Context: an optimization exercise on an open-source flow, tuned for small area and a short achievable clock period. The choices shown serve that exercise and are no tape-out recipe.
Only simulation tests tie the RTL to the original design; equivalence was not proved.
Power figures rest on the tool's default switching activity, not on a simulated workload.

== run A ==
==> flow/design.v (excerpt) <==
module conv3x3_pe #(
    parameter int SHIFT = 4,
    parameter int ACC_W = 21
) (
    input  logic         clk,
    input  logic         rst,
    input  logic [7:0]   p00,
    input  logic [7:0]   p01,
    input  logic [7:0]   p02,
    input  logic [7:0]   p10,
    input  logic [7:0]   p11,
    input  logic [7:0]   p12,
    input  logic [7:0]   p20,
    input  logic [7:0]   p21,
    input  logic [7:0]   p22,
    input  logic         window_valid,
    input  logic         w_load,
    input  logic [3:0]   w_idx,
    input  logic [7:0]   w_data,
    output logic [7:0]   out_pixel,
    output logic         out_valid,
    output logic [15:0]  out_count
);
clock: 5.5 ns
lec_check: 0
abc_clock_period_in_ps: 2000
cap_margin: 20
core_margin: 2
core_utilization: 40
cts_cluster_diameter: 120
cts_cluster_size: 20
setup_slack_margin: 2.4
slew_margin: 20
synth_hierarchical: 1
synth_minimum_keep_size: 0
standard.sh (not shown) runs the stock make flow with config.mk's settings and CLKGATE_MAP_FILE= SYNTH_SCRIPT=/design/flow/synth_recipe.tcl, a recipe that flattens the netlist after the stock synthesis.
==> flow/flow/run.sh <==
#!/bin/bash
# Own flow: the standard layout (standard.sh: the standard synthesis and
# ORFS steps, unchanged), except that the port buffers buffer_ports inserts
# during global placement are plain buf_1 cells instead of the default pick.
set -euo pipefail
export BUFFER_PORTS_ARGS="-buffer_cell sky130_fd_sc_hd__buf_1"
bash standard.sh > standard_flow.log 2>&1
For run B, these inputs were changed with respect to run A:
Settings: CTS_CLUSTER_SIZE changed from 20 to 24; CORE_UTILIZATION changed from 40 to 65; PLACE_DENSITY newly set to 0.8; CTS_CLUSTER_DIAMETER changed from 120 to 130; SETUP_SLACK_MARGIN changed from 2.4 to 2.3.
--- outcome ---
Measured against each other, run B and run A differ in non-clock buffer count, the lower figure coming from run B. Run B vs run A, timing startpoint of the critical path: r2_q[14] vs ht_q[4]. Run A and run B ended up with roughly the same minimum hold slack. On run B: number of clock buffer instances in the layout is 4 lower than what run A gave. Run B has less setup slack than run A. Delta (run B minus run A): tap cell count saw a decrease, number of DRC markers after the initial detailed-route iteration saw an increase, arrival time of data at the critical path endpoint saw an increase.
Input changes introduced in run C (baseline for comparison: run B):
Settings: a change of CTS_CLUSTER_DIAMETER from 130 to 120; a change of CORE_UTILIZATION from 65 to 40; a change of CTS_CLUSTER_SIZE from 24 to 20; a deleted PLACE_DENSITY that had been 0.8; a change of SETUP_SLACK_MARGIN from 2.3 to 2.1.
[summary]
- For run C, the destination of the critical timing path was r2_q[8], unlike run B, where it was c11_q.
- Run C vs run B, quantity of gates resized following cts went down by 70.
- Taking run B as the reference, in run C vias after detailed routing lost 567, number of buffers added to fix hold violations after cts held steady.
What run D does differently from run C at the input level:
Settings: setting PLACE_DENSITY to 0.7 for the first time; changing CORE_UTILIZATION from 40 to 55; setting ABC_AREA to 1 for the first time; removing ABC_CLOCK_PERIOD_IN_PS (formerly 2000).
[summary]
Run D ends up with higher met3 global-route usage than run C does. [compare] base=run C new=run D: largest stage delay on the critical path went down, core region area -28%, via count of the first global-routing pass moved up, setup slack has increased, sequential share of layout area now sits higher. Compared to run C, run D has initial antenna violation count 1 lower. Taking run C over run D, the non-clock buffer count ratio works out to 1.07. Buffer share of cell area down 0.22 points in run D wrt run C. Summary: with run C as the reference, met1 wire length in run D moved down by a few percent. Between run D and run C, it is run D whose clock share of power is lower, by 3.5 points.

== red ==
Starting RTL as in the previous note.
==> flow/config.mk <==
export PLATFORM = sky130hd
export DESIGN_NAME = conv3x3_pe
export DESIGN_NICKNAME = conv3x3_pe
export VERILOG_FILES = /design/flow/design.v
export SDC_FILE = /design/flow/constraint.sdc
export NUM_CORES = 4
export LEC_CHECK = 0
export ABC_CLOCK_PERIOD_IN_PS = 2000
export CAP_MARGIN = 20
export CORE_MARGIN = 2
export CORE_UTILIZATION = 40
export CTS_CLUSTER_DIAMETER = 120
export CTS_CLUSTER_SIZE = 20
export SETUP_SLACK_MARGIN = 1.8
export SLEW_MARGIN = 20
export SYNTH_HIERARCHICAL = 1
export SYNTH_MINIMUM_KEEP_SIZE = 0
==> flow/constraint.sdc <==
create_clock -name core_clock -period 5.5 [get_ports {clk}]
set_input_delay 1.1000 -clock core_clock [delete_from_list [all_inputs] [get_ports {clk}]]
set_output_delay 1.1000 -clock core_clock [all_outputs]
set_load 0.01 [all_outputs]
Scripts as last shown in full above: flow/flow/run.sh
red | stages: all done | timing, DRC, antenna: all pass
Here is what was changed in the inputs of blue compared with red.
- a change of CTS_CLUSTER_SIZE from 20 to 24
- a change of CTS_CLUSTER_DIAMETER from 120 to 130
- an added PLACE_DENSITY of 0.7
- a change of SETUP_SLACK_MARGIN from 1.8 to 2.5
- a change of CORE_UTILIZATION from 40 to 55
[summary]
- Total power came out higher on blue than on red.
- Compared to red, blue has post-layout instance count excluding filler cells 128 lower.
- Compared with red, in blue leakage component of the power picked up an extra 0.82 nW; storage element area moved up.
Changes in green relative to blue:
- PLACE_DENSITY: 0.7 -> unset
- CORE_UTILIZATION: 55 -> 40
- CTS_CLUSTER_DIAMETER: 130 -> unset
- SETUP_SLACK_MARGIN: 2.5 -> 1.8
- CTS_CLUSTER_SIZE: 24 -> unset
### Flow results
green vs. blue: time the final worst path needs with I/O delays and setup shows an increase of 0.35 ns; synthesis-to-finish area growth shows a reduction of 4.1 points.
When green is measured against blue, its clock insertion delay at the later pin of the skew report turns out 0.02 ns higher.
Edits applied to the flow inputs when going from green to orange:
- swapping 1.8 for 2.1 in SETUP_SLACK_MARGIN
- putting CTS_CLUSTER_SIZE at 20 where nothing was set
- swapping 40 for 55 in CORE_UTILIZATION
- putting CTS_CLUSTER_DIAMETER at 120 where nothing was set
- putting PLACE_DENSITY at 0.7 where nothing was set
--- outcome ---
- Comparing orange and green, clock network contribution to total cell area is higher on green.
- Taking green as the reference, in orange sum of routed wire length over all layers lower; via count of the first global-routing pass higher; minimum clock period lower; cell area lower.
- The critical-path maximum fanout reported for orange is smaller than that of green by 10.
- When orange is measured against green, its clock tree buffer count of the final layout turns out 28 lower.

separate check: timing with driven ports:
Ports are ideal in the flow. The routed layouts listed here were re-timed in OpenROAD. Step 1 (the two cells are an assumption about what drives the block):
set clk [get_ports {clk}]
set_driving_cell -lib_cell sky130_fd_sc_hd__clkbuf_16 $clk
set_driving_cell -lib_cell sky130_fd_sc_hd__buf_2 [delete_from_list [all_inputs] $clk]
Step 2 also shifts input and output timing later by t, the mid clock arrival at the registers, as if the neighbouring blocks saw the same clock. Three values: ideal ports, drivers, drivers and shift; two values: the first two.
run | t, ns | setup WS [ns] | worst setup path at the end | slew at the worst register clock pin (ns) | worst slew at a driven data input, ns
run A | 0.617 | 2.298 / 2.238 / 2.362 | register to register | 0.10 / 0.10 | 0.04
run B | 0.599 | 2.279 / 2.229 / 2.279 | register to register | 0.11 / 0.11 | 0.05
run C | 0.607 | 2.125 / 2.125 / 2.125 | register to register | 0.10 / 0.10 | 0.05
run D | 0.617 | 2.143 / 2.143 / 2.143 | register to register | 0.11 / 0.11 | 0.06
red | 0.626 | 1.941 / 1.916 / 1.941 | register to register | 0.10 / 0.10 | 0.04
blue | 0.601 | 2.265 / 2.265 / 2.265 | register to register | 0.11 / 0.11 | 0.05
green | 0.643 | 1.918 / 1.918 / 1.918 | register to register | 0.07 / 0.07 | 0.04
orange | 0.610 | 2.167 / 2.167 / 2.167 | register to register | 0.10 / 0.10 | 0.06
After both steps setup and hold are still met in every run listed.
